Background: an optimization exercise with open tools, aiming at small area and a short achievable clock period. Do not read the settings as production practice.
Only simulation tests tie the RTL to the original design; equivalence was not proved.
Power and IR drop assume default switching activity.

==> flow/design.v <==
module ap_ctrl_txn_monitor #(
    parameter int N_CH      = 8,
    parameter int CNT_W     = 16,
    parameter int TXN_DEPTH = 4,
    parameter int CH_W      = (N_CH > 1) ? $clog2(N_CH) : 1
) (
    input  logic              clock,
    input  logic              reset,
    input  logic              finish,
    input  logic [N_CH-1:0]   ap_start,
    input  logic [N_CH-1:0]   ap_ready,
    input  logic [N_CH-1:0]   ap_done,
    input  logic [N_CH-1:0]   ap_continue,
    input  logic [N_CH-1:0]   clr,
    input  logic              rd_en,
    input  logic [CH_W-1:0]   rd_ch,
    input  logic [2:0]        rd_sel,
    output logic              rd_valid,
    output logic [CNT_W-1:0]  rd_data,
    output logic [N_CH-1:0]   busy,
    output logic [N_CH-1:0]   err,
    output logic              frozen
);
    localparam int RD_N = 2 ** CH_W;
    function automatic logic [CNT_W:0] add_pf(input logic [CNT_W-1:0] a,
                                              input logic [CNT_W-1:0] b, input logic cin);
        logic [CNT_W-1:0] p, gg, pp;
        p  = a ^ b;
        gg = a & b;
        pp = p;
        gg[0] = gg[0] | (p[0] & cin);
        for (int l = 0; (1 << l) < CNT_W; l++)
            for (int i = CNT_W - 1; i >= (1 << l); i--) begin
                gg[i] = gg[i] | (pp[i] & gg[i - (1 << l)]);
                pp[i] = pp[i] & pp[i - (1 << l)];
            end
        add_pf = {gg[CNT_W-1], p ^ {gg[CNT_W-2:0], cin}};
    endfunction
    function automatic logic [CNT_W-1:0] low_ones(input logic [CNT_W-1:0] v);
        low_ones[0] = 1'b1;
        for (int i = 1; i < CNT_W; i++) low_ones[i] = low_ones[i-1] & v[i-1];
    endfunction
    logic [CNT_W-1:0] ts_q;       
    logic             frozen_q;
    logic             rd_valid_q;
    logic [CNT_W-1:0] rd_data_q;
    logic [CNT_W-1:0] rd_val [N_CH];
    always_ff @(posedge clock) begin
        if (!reset) begin
            ts_q     <= '0;
            frozen_q <= 1'b0;
        end else begin
            if (!frozen_q) begin
                ts_q  <= ts_q ^ low_ones(ts_q);
            end
            if (finish) frozen_q <= 1'b1;
        end
    end
    for (genvar g = 0; g < N_CH; g++) begin : g_ch
        logic [CNT_W-1:0] age_q [4];
        logic             busy_q, err_q;
        logic [2:0]       occ_q;
        logic [CNT_W-1:0] txn_q, last_q, min_q, max_q, stall_q;
        logic             ovf_q, unf_q;
        logic             st, dn, empty, full, one;
        logic             push, pop, upd, push_only, pop_only, ovf_set, unf_set;
        logic             popf, pushf, run;
        logic [3:0]       wr_here;
        logic [CNT_W-1:0] age_inc [4];
        logic [CNT_W-1:0] lat;
        logic             ch_rst;
        logic [CNT_W-1:0] ch_val;
        logic             lt, gt;
        assign st    = ap_start[g] & ap_ready[g];
        assign dn    = ap_done[g] & ap_continue[g];
        assign empty = (occ_q == 3'd0);
        assign full  = occ_q[2];
        assign one   = (occ_q == 3'd1);
        assign run   = !frozen_q;
        assign push_only = st & ~dn & ~full;
        assign ovf_set   = st & ~dn & full;
        assign pop_only  = dn & ~st & ~empty;
        assign unf_set   = dn & ~st & empty;
        assign upd       = (st & dn) | pop_only;
        assign pop       = dn & ~empty;           
        assign push      = push_only | (st & dn & ~empty);
        assign popf      = pop & run;
        assign pushf     = push & run;
        assign lat    = empty ? '0 : age_q[0];
        logic [CNT_W:0] lt_w, gt_w;
        logic [CNT_W-1:0] tpre, spre;
        logic           tsat, ssat;
        assign lt_w   = add_pf(age_q[0], ~min_q, 1'b1);    
        assign gt_w   = add_pf(max_q, ~age_q[0], 1'b1);    
        assign lt     = ~lt_w[CNT_W];
        assign gt     = ~gt_w[CNT_W];
        for (genvar i = 0; i < 4; i++) begin : g_age
            logic [CNT_W-1:0] pre;
            assign wr_here[i] = pushf && (pop ? (occ_q == 3'(i + 1)) : (occ_q == 3'(i)));
            assign pre        = low_ones(age_q[i]);
            assign age_inc[i] = age_q[i] ^ ({CNT_W{run}} & pre);
        end
        always_ff @(posedge clock) begin
            for (int i = 0; i < 4; i++)
                if (wr_here[i])           age_q[i] <= CNT_W'(1);
                else if (popf && i < 3)   age_q[i] <= age_inc[(i + 1) % 4];
                else                      age_q[i] <= age_inc[i];
        end
        assign tpre = low_ones(txn_q);
        assign spre = low_ones(stall_q);
        assign tsat = tpre[CNT_W-1] & txn_q[CNT_W-1];
        assign ssat = spre[CNT_W-1] & stall_q[CNT_W-1];
        assign ch_rst    = !reset || (clr[g] && !frozen_q);
        always_ff @(posedge clock) begin
            if (ch_rst) begin
                busy_q   <= 1'b0;
                err_q    <= 1'b0;
                occ_q    <= '0;
                txn_q    <= '0;
                last_q   <= '0;
                min_q    <= '1;
                max_q    <= '0;
                stall_q  <= '0;
                ovf_q    <= 1'b0;
                unf_q    <= 1'b0;
            end else if (!frozen_q) begin
                err_q  <= err_q | ovf_set | unf_set;
                busy_q <= ~(err_q | ovf_set | unf_set) & (push_only | (~empty & ~(pop_only & one)));
                if (push_only) occ_q <= occ_q + 3'd1;
                else if (pop_only) occ_q <= occ_q - 3'd1;
                if (upd) begin
                    txn_q  <= txn_q ^ ({CNT_W{~tsat}} & tpre);
                    last_q <= lat;
                    if (empty || lt) min_q <= lat;
                    if (!empty && gt) max_q <= age_q[0];
                end
                if (ap_done[g] && !ap_continue[g])
                    stall_q <= stall_q ^ ({CNT_W{~ssat}} & spre);
                if (ovf_set) ovf_q <= 1'b1;
                if (unf_set) unf_q <= 1'b1;
            end
        end
        logic chs;
        assign chs = (rd_ch == CH_W'(g));
        always_comb begin
            ch_val = ({CNT_W{chs & (rd_sel == 3'd0)}} & txn_q)
                   | ({CNT_W{chs & (rd_sel == 3'd1)}} & last_q)
                   | ({CNT_W{chs & (rd_sel == 3'd2)}} & min_q)
                   | ({CNT_W{chs & (rd_sel == 3'd3)}} & max_q)
                   | ({CNT_W{chs & (rd_sel == 3'd4)}} & stall_q)
                   | ({CNT_W{chs & (rd_sel == 3'd5)}} & CNT_W'(occ_q))
                   | ({CNT_W{chs & (rd_sel == 3'd6)}} & {{(CNT_W-2){1'b0}}, unf_q, ovf_q});
        end
        assign rd_val[g] = ch_val;
        assign busy[g]   = busy_q;
        assign err[g]    = err_q;
    end
    logic [CNT_W-1:0] rd_or;
    always_comb begin
        rd_or = (rd_sel == 3'd7 && int'(rd_ch) < N_CH) ? ts_q : '0;
        for (int i = 0; i < N_CH; i++) rd_or = rd_or | rd_val[i];
    end
    always_ff @(posedge clock) begin
        if (!reset) begin
            rd_valid_q <= 1'b0;
            rd_data_q  <= '0;
        end else begin
            rd_valid_q <= rd_en;
            if (rd_en) rd_data_q <= rd_or;
        end
    end
    assign rd_valid = rd_valid_q;
    assign rd_data  = rd_data_q;
    assign frozen   = frozen_q;
endmodule
Settings: LEC_CHECK=0, CAP_MARGIN=20, CORE_MARGIN=2, CORE_UTILIZATION=40, CTS_BUF_LIST=sky130_fd_sc_hd__clkbuf_16, CTS_CLUSTER_DIAMETER=80, CTS_CLUSTER_SIZE=25, SETUP_SLACK_MARGIN=2.7, SLEW_MARGIN=20; clock period 5.5 ns.
run.sh (not shown) runs the stock make flow with config.mk's settings and CLKGATE_MAP_FILE= SYNTH_SCRIPT=/design/flow/synth_recipe.tcl, a recipe that flattens the netlist after the stock synthesis.
Then changed:
--- a/flow/design.v
+++ b/flow/design.v
@@ -41,33 +41,37 @@
         for (int i = 1; i < CNT_W; i++) low_ones[i] = low_ones[i-1] & v[i-1];
     endfunction
     logic [CNT_W-1:0] ts_q;       
+    logic [CNT_W-1:0] tsn_q;      
     logic             frozen_q;
+    logic [CNT_W:0]   tsn_w;
     logic             rd_valid_q;
     logic [CNT_W-1:0] rd_data_q;
     logic [CNT_W-1:0] rd_val [N_CH];
+    assign tsn_w = add_pf(tsn_q, '0, 1'b1);
     always_ff @(posedge clock) begin
         if (!reset) begin
             ts_q     <= '0;
+            tsn_q    <= CNT_W'(1);
             frozen_q <= 1'b0;
         end else begin
             if (!frozen_q) begin
-                ts_q  <= ts_q ^ low_ones(ts_q);
+                ts_q  <= tsn_q;
+                tsn_q <= tsn_w[CNT_W-1:0];
             end
             if (finish) frozen_q <= 1'b1;
         end
     end
     for (genvar g = 0; g < N_CH; g++) begin : g_ch
-        logic [CNT_W-1:0] age_q [4];
+        logic [CNT_W-1:0] fifo_q [4];     
         logic             busy_q, err_q;
         logic [2:0]       occ_q;
+        logic [CNT_W-1:0] hlat_q;     
         logic [CNT_W-1:0] txn_q, last_q, min_q, max_q, stall_q;
         logic             ovf_q, unf_q;
         logic             st, dn, empty, full, one;
         logic             push, pop, upd, push_only, pop_only, ovf_set, unf_set;
-        logic             popf, pushf, run;
-        logic [3:0]       wr_here;
-        logic [CNT_W-1:0] age_inc [4];
-        logic [CNT_W-1:0] lat;
+        logic             popf, wr_here [4];
+        logic [CNT_W-1:0] lat, hlat_d;
         logic             ch_rst;
         logic [CNT_W-1:0] ch_val;
         logic             lt, gt;
@@ -76,7 +80,6 @@
         assign empty = (occ_q == 3'd0);
         assign full  = occ_q[2];
         assign one   = (occ_q == 3'd1);
-        assign run   = !frozen_q;
         assign push_only = st & ~dn & ~full;
         assign ovf_set   = st & ~dn & full;
         assign pop_only  = dn & ~st & ~empty;
@@ -84,33 +87,39 @@
         assign upd       = (st & dn) | pop_only;
         assign pop       = dn & ~empty;           
         assign push      = push_only | (st & dn & ~empty);
-        assign popf      = pop & run;
-        assign pushf     = push & run;
-        assign lat    = empty ? '0 : age_q[0];
-        logic [CNT_W:0] lt_w, gt_w;
-        logic [CNT_W-1:0] tpre, spre;
+        assign popf   = pop & ~frozen_q;
+        assign lat    = empty ? '0 : hlat_q;
+        logic [CNT_W:0] lt_w, gt_w, sub_w;
+        logic [CNT_W-1:0] hpre, tpre, spre;
         logic           tsat, ssat;
-        assign lt_w   = add_pf(age_q[0], ~min_q, 1'b1);    
-        assign gt_w   = add_pf(max_q, ~age_q[0], 1'b1);    
+        assign lt_w   = add_pf(hlat_q, ~min_q, 1'b1);    
+        assign gt_w   = add_pf(max_q, ~hlat_q, 1'b1);    
         assign lt     = ~lt_w[CNT_W];
         assign gt     = ~gt_w[CNT_W];
-        for (genvar i = 0; i < 4; i++) begin : g_age
-            logic [CNT_W-1:0] pre;
-            assign wr_here[i] = pushf && (pop ? (occ_q == 3'(i + 1)) : (occ_q == 3'(i)));
-            assign pre        = low_ones(age_q[i]);
-            assign age_inc[i] = age_q[i] ^ ({CNT_W{run}} & pre);
+        assign sub_w  = add_pf(tsn_q, ~fifo_q[1], 1'b1);
+        assign hpre   = low_ones(hlat_q);
+        always_comb begin
+            if (empty || (one && popf)) hlat_d = CNT_W'(1);
+            else if (popf)              hlat_d = sub_w[CNT_W-1:0];
+            else                        hlat_d = hlat_q ^ ({CNT_W{!frozen_q}} & hpre);
         end
-        always_ff @(posedge clock) begin
-            for (int i = 0; i < 4; i++)
-                if (wr_here[i])           age_q[i] <= CNT_W'(1);
-                else if (popf && i < 3)   age_q[i] <= age_inc[(i + 1) % 4];
-                else                      age_q[i] <= age_inc[i];
+        for (genvar i = 0; i < 4; i++) begin : g_wr
+            assign wr_here[i] = push && (pop ? (occ_q == 3'(i + 1)) : (occ_q == 3'(i)));
         end
         assign tpre = low_ones(txn_q);
         assign spre = low_ones(stall_q);
         assign tsat = tpre[CNT_W-1] & txn_q[CNT_W-1];
         assign ssat = spre[CNT_W-1] & stall_q[CNT_W-1];
         assign ch_rst    = !reset || (clr[g] && !frozen_q);
+        always_ff @(posedge clock) begin
+            hlat_q <= hlat_d;
+            if (!frozen_q) begin
+                for (int i = 0; i < 3; i++)
+                    if (pop && !wr_here[i]) fifo_q[i] <= fifo_q[i + 1];
+                    else if (wr_here[i])    fifo_q[i] <= ts_q;
+                if (pop || wr_here[3]) fifo_q[3] <= ts_q;
+            end
+        end
         always_ff @(posedge clock) begin
             if (ch_rst) begin
                 busy_q   <= 1'b0;
@@ -132,7 +141,7 @@
                     txn_q  <= txn_q ^ ({CNT_W{~tsat}} & tpre);
                     last_q <= lat;
                     if (empty || lt) min_q <= lat;
-                    if (!empty && gt) max_q <= age_q[0];
+                    if (!empty && gt) max_q <= hlat_q;
                 end
                 if (ap_done[g] && !ap_continue[g])
                     stall_q <= stall_q ^ ({CNT_W{~ssat}} & spre);
The changed run ran to the end with no violations.
Die area rises by 2.3%.
Sequential power fell by 24%.
Design area rose by 4.4%.
Synthesized area increases by 2.4%.
Register-to-register slack is worse by 0.20 ns.
Flip-flop and latch count goes up by 16.
Clock-buffer cell count rises by 1.


ap_ctrl_txn_monitor, a different RTL version from the one above (not shown whole).
Size: roughly 7,300 cells after synthesis, about 1,300 flip-flops, about 84 I/O pins, roughly 0.061 mm^2 of cells after synthesis.
==> flow/design.v (excerpt) <==
module ap_ctrl_txn_monitor #(
    parameter int N_CH      = 8,
    parameter int CNT_W     = 16,
    parameter int TXN_DEPTH = 4,
    parameter int CH_W      = (N_CH > 1) ? $clog2(N_CH) : 1
) (
    input  logic              clock,
    input  logic              reset,
    input  logic              finish,
    input  logic [N_CH-1:0]   ap_start,
    input  logic [N_CH-1:0]   ap_ready,
    input  logic [N_CH-1:0]   ap_done,
    input  logic [N_CH-1:0]   ap_continue,
    input  logic [N_CH-1:0]   clr,
    input  logic              rd_en,
    input  logic [CH_W-1:0]   rd_ch,
    input  logic [2:0]        rd_sel,
    output logic              rd_valid,
    output logic [CNT_W-1:0]  rd_data,
    output logic [N_CH-1:0]   busy,
    output logic [N_CH-1:0]   err,
    output logic              frozen
);
==> module ap_ctrl_txn_monitor, before the edit <==
module ap_ctrl_txn_monitor #(
    parameter int N_CH      = 8,
    parameter int CNT_W     = 16,
    parameter int TXN_DEPTH = 4,
    parameter int CH_W      = (N_CH > 1) ? $clog2(N_CH) : 1
) (
    input  logic              clock,
    input  logic              reset,
    input  logic              finish,
    input  logic [N_CH-1:0]   ap_start,
    input  logic [N_CH-1:0]   ap_ready,
    input  logic [N_CH-1:0]   ap_done,
    input  logic [N_CH-1:0]   ap_continue,
    input  logic [N_CH-1:0]   clr,
    input  logic              rd_en,
    input  logic [CH_W-1:0]   rd_ch,
    input  logic [2:0]        rd_sel,
    output logic              rd_valid,
    output logic [CNT_W-1:0]  rd_data,
    output logic [N_CH-1:0]   busy,
    output logic [N_CH-1:0]   err,
    output logic              frozen
);
    localparam int RD_N = 2 ** CH_W;
    function automatic logic add_cout(input logic [CNT_W-1:0] a,
                                      input logic [CNT_W-1:0] b, input logic cin);
        logic [CNT_W-1:0] gg, pp;
        gg = a & b;
        pp = a | b;
        gg[0] = gg[0] | (pp[0] & cin);
        for (int l = 0; (1 << l) < CNT_W; l++)
            for (int i = CNT_W - 1; i >= (1 << l); i--) begin
                gg[i] = gg[i] | (pp[i] & gg[i - (1 << l)]);
                pp[i] = pp[i] & pp[i - (1 << l)];
            end
        add_cout = gg[CNT_W-1];
    endfunction
    function automatic logic [CNT_W-1:0] low_ones(input logic [CNT_W-1:0] v);
        logic [CNT_W-1:0] pa;
        pa = {v[CNT_W-2:0], 1'b1};
        for (int l = 0; (1 << l) < CNT_W; l++)
            for (int i = CNT_W - 1; i >= (1 << l); i--) pa[i] = pa[i] & pa[i - (1 << l)];
        low_ones = pa;
    endfunction
    logic [CNT_W-1:0] ts_q;       
    logic             frozen_q;
    logic             rd_valid_q;
    logic [CNT_W-1:0] rd_data_q;
    logic [CNT_W-1:0] rd_val [N_CH];
    always_ff @(posedge clock) begin
        if (!reset) begin
            ts_q     <= '0;
            frozen_q <= 1'b0;
        end else begin
            if (!frozen_q) begin
                ts_q  <= ts_q ^ low_ones(ts_q);
            end
            if (finish) frozen_q <= 1'b1;
        end
    end
    for (genvar g = 0; g < N_CH; g++) begin : g_ch
        logic [CNT_W-1:0] age_q [4];
        logic             busy_q, err_q;
        logic [4:0]       occ_q;      
        logic [2:0]       occ_bin;
        logic [CNT_W-1:0] txn_q, last_q, min_q, max_q, stall_q;
        logic             ovf_q, unf_q;
        logic             st, dn, empty, full, one;
        logic             push, pop, upd, push_only, pop_only, ovf_set, unf_set;
        logic             popf, pushf, run;
        logic [3:0]       wr_here;
        logic [CNT_W-1:0] age_inc [4];
        logic [CNT_W-1:0] lat;
        logic             ch_rst;
        logic [CNT_W-1:0] ch_val;
        logic             lt, gt;
        assign st    = ap_start[g] & ap_ready[g];
        assign dn    = ap_done[g] & ap_continue[g];
        assign empty = occ_q[0];
        assign one   = occ_q[1];
        assign full  = occ_q[4];
        assign occ_bin = {occ_q[4], occ_q[2] | occ_q[3], occ_q[1] | occ_q[3]};
        assign run   = !frozen_q;
        assign push_only = st & ~dn & ~full;
        assign ovf_set   = st & ~dn & full;
        assign pop_only  = dn & ~st & ~empty;
        assign unf_set   = dn & ~st & empty;
        assign upd       = (st & dn) | pop_only;
        assign pop       = dn & ~empty;           
        assign push      = push_only | (st & dn & ~empty);
        assign popf      = pop & run;
        assign pushf     = push & run;
        assign lat    = empty ? '0 : age_q[0];
        logic [CNT_W-1:0] tpre, spre;
        logic           tsat, ssat;
        assign lt     = ~add_cout(age_q[0], ~min_q, 1'b1);    
        assign gt     = ~add_cout(max_q, ~age_q[0], 1'b1);    
        for (genvar i = 0; i < 4; i++) begin : g_age
            logic [CNT_W-1:0] pre;
            assign wr_here[i] = pushf && (pop ? occ_q[i + 1] : occ_q[i]);
            assign pre        = low_ones(age_q[i]);
            assign age_inc[i] = age_q[i] ^ ({CNT_W{run}} & pre);
        end
        always_ff @(posedge clock) begin
            for (int i = 0; i < 4; i++)
                if (wr_here[i])           age_q[i] <= CNT_W'(1);
                else if (popf && i < 3)   age_q[i] <= age_inc[(i + 1) % 4];
                else                      age_q[i] <= age_inc[i];
        end
        assign tpre = low_ones(txn_q);
        assign spre = low_ones(stall_q);
        assign tsat = tpre[CNT_W-1] & txn_q[CNT_W-1];
        assign ssat = spre[CNT_W-1] & stall_q[CNT_W-1];
        assign ch_rst    = !reset || (clr[g] && !frozen_q);
        always_ff @(posedge clock) begin
            if (ch_rst) begin
                busy_q   <= 1'b0;
                err_q    <= 1'b0;
                occ_q    <= 5'b00001;
                txn_q    <= '0;
                last_q   <= '0;
                min_q    <= '1;
                max_q    <= '0;
                stall_q  <= '0;
                ovf_q    <= 1'b0;
                unf_q    <= 1'b0;
            end else if (!frozen_q) begin
                err_q  <= err_q | ovf_set | unf_set;
                busy_q <= ~(err_q | ovf_set | unf_set) & (push_only | (~empty & ~(pop_only & one)));
                if (push_only) occ_q <= {occ_q[3:0], 1'b0};
                else if (pop_only) occ_q <= {1'b0, occ_q[4:1]};
                if (upd) begin
                    txn_q  <= txn_q ^ ({CNT_W{~tsat}} & tpre);
                    last_q <= lat;
                    if (empty || lt) min_q <= lat;
                    if (!empty && gt) max_q <= age_q[0];
                end
                if (ap_done[g] && !ap_continue[g])
                    stall_q <= stall_q ^ ({CNT_W{~ssat}} & spre);
                if (ovf_set) ovf_q <= 1'b1;
                if (unf_set) unf_q <= 1'b1;
            end
        end
        logic chs;
        assign chs = rd_en & (rd_ch == CH_W'(g));    
        always_comb begin
            ch_val = ({CNT_W{chs & (rd_sel == 3'd0)}} & txn_q)
                   | ({CNT_W{chs & (rd_sel == 3'd1)}} & last_q)
                   | ({CNT_W{chs & (rd_sel == 3'd2)}} & min_q)
                   | ({CNT_W{chs & (rd_sel == 3'd3)}} & max_q)
                   | ({CNT_W{chs & (rd_sel == 3'd4)}} & stall_q)
                   | ({CNT_W{chs & (rd_sel == 3'd5)}} & CNT_W'(occ_bin))
                   | ({CNT_W{chs & (rd_sel == 3'd6)}} & {{(CNT_W-2){1'b0}}, unf_q, ovf_q});
        end
        assign rd_val[g] = ch_val;
        assign busy[g]   = busy_q;
        assign err[g]    = err_q;
    end
    logic [CNT_W-1:0] rd_or;
    always_comb begin
        rd_or = (rd_en && rd_sel == 3'd7 && int'(rd_ch) < N_CH) ? ts_q : '0;
        rd_or = rd_or | ({CNT_W{~rd_en}} & rd_data_q);    
        for (int i = 0; i < N_CH; i++) rd_or = rd_or | rd_val[i];
    end
    always_ff @(posedge clock) begin
        if (!reset) begin
            rd_valid_q <= 1'b0;
            rd_data_q  <= '0;
        end else begin
            rd_valid_q <= rd_en;
            rd_data_q  <= rd_or;
        end
    end
    assign rd_valid = rd_valid_q;
    assign rd_data  = rd_data_q;
    assign frozen   = frozen_q;
endmodule
Settings: LEC_CHECK=0, CAP_MARGIN=20, CORE_MARGIN=2, CORE_UTILIZATION=40, CTS_BUF_LIST=sky130_fd_sc_hd__clkbuf_16, CTS_CLUSTER_DIAMETER=80, CTS_CLUSTER_SIZE=25, PLACE_DENSITY=0.75, SETUP_SLACK_MARGIN=3.6, SLEW_MARGIN=20, TNS_END_PERCENT=0; clock period 5.5 ns.
The first run passed the timing, DRC and antenna checks.
Next try:
--- a/flow/design.v
+++ b/flow/design.v
@@ -140,11 +140,11 @@
                 if (ovf_set) ovf_q <= 1'b1;
                 if (unf_set) unf_q <= 1'b1;
             end
         end
         logic chs;
-        assign chs = rd_en & (rd_ch == CH_W'(g));    
+        assign chs = (rd_ch == CH_W'(g));
         always_comb begin
             ch_val = ({CNT_W{chs & (rd_sel == 3'd0)}} & txn_q)
                    | ({CNT_W{chs & (rd_sel == 3'd1)}} & last_q)
                    | ({CNT_W{chs & (rd_sel == 3'd2)}} & min_q)
                    | ({CNT_W{chs & (rd_sel == 3'd3)}} & max_q)
@@ -156,21 +156,20 @@
         assign busy[g]   = busy_q;
         assign err[g]    = err_q;
     end
     logic [CNT_W-1:0] rd_or;
     always_comb begin
-        rd_or = (rd_en && rd_sel == 3'd7 && int'(rd_ch) < N_CH) ? ts_q : '0;
-        rd_or = rd_or | ({CNT_W{~rd_en}} & rd_data_q);    
+        rd_or = (rd_sel == 3'd7 && int'(rd_ch) < N_CH) ? ts_q : '0;
         for (int i = 0; i < N_CH; i++) rd_or = rd_or | rd_val[i];
     end
     always_ff @(posedge clock) begin
         if (!reset) begin
             rd_valid_q <= 1'b0;
             rd_data_q  <= '0;
         end else begin
             rd_valid_q <= rd_en;
-            rd_data_q  <= rd_or;
+            if (rd_en) rd_data_q <= rd_or;
         end
     end
     assign rd_valid = rd_valid_q;
     assign rd_data  = rd_data_q;
     assign frozen   = frozen_q;
After rerunning:
- global-route usage is about the same
- count of clock-buffer cells in the layout rose by 1
- routed wire length shrinks by 1.6%
- utilization drops by 0.25 points
- register-to-register slack is about the same
- flip-flop and latch count is unchanged
- setup slack gets better by 0.089 ns
- via count came out lower by 1.7%
- cell area fell by 0.54%
- non-clock buffer count fell by 42
- maximum frequency came out higher by 3.2%
- area after synthesis is about the same

[port drivers added, routing unchanged]
In the flow no input, the clock included, has a driving cell. The finished layouts below were timed again as built, in two steps.
Step 1 (the two cells are an assumption about what drives the block):
set clk [get_ports {clock}]
set_driving_cell -lib_cell sky130_fd_sc_hd__clkbuf_16 $clk
set_driving_cell -lib_cell sky130_fd_sc_hd__buf_2 [delete_from_list [all_inputs] $clk]
Step 2 moves the port delays by t, midway between the first and last clock arrival at a register: inputs arrive t later, outputs are due t later. That takes back most of the time a late clock gives input paths.
Three values: ideal, step 1, step 2; two values: the first two.
run	t, ns	slack for setup (ns)	pins driven straight from the clock port
the first run of note 1	0.822	2.599 / 2.600 / 1.831	1
the second run of note 1	0.816	2.401 / 2.401 / 1.809	1
the first run of note 2	0.811	2.683 / 2.696 / 1.884	1
the second run of note 2	0.833	2.771 / 2.776 / 1.944	1
After both steps every run listed still meets setup and hold. For the second run of note 2, which loses most, drivers alone change the setup slack by +0.005 ns; drivers and shift together by -0.827 ns.
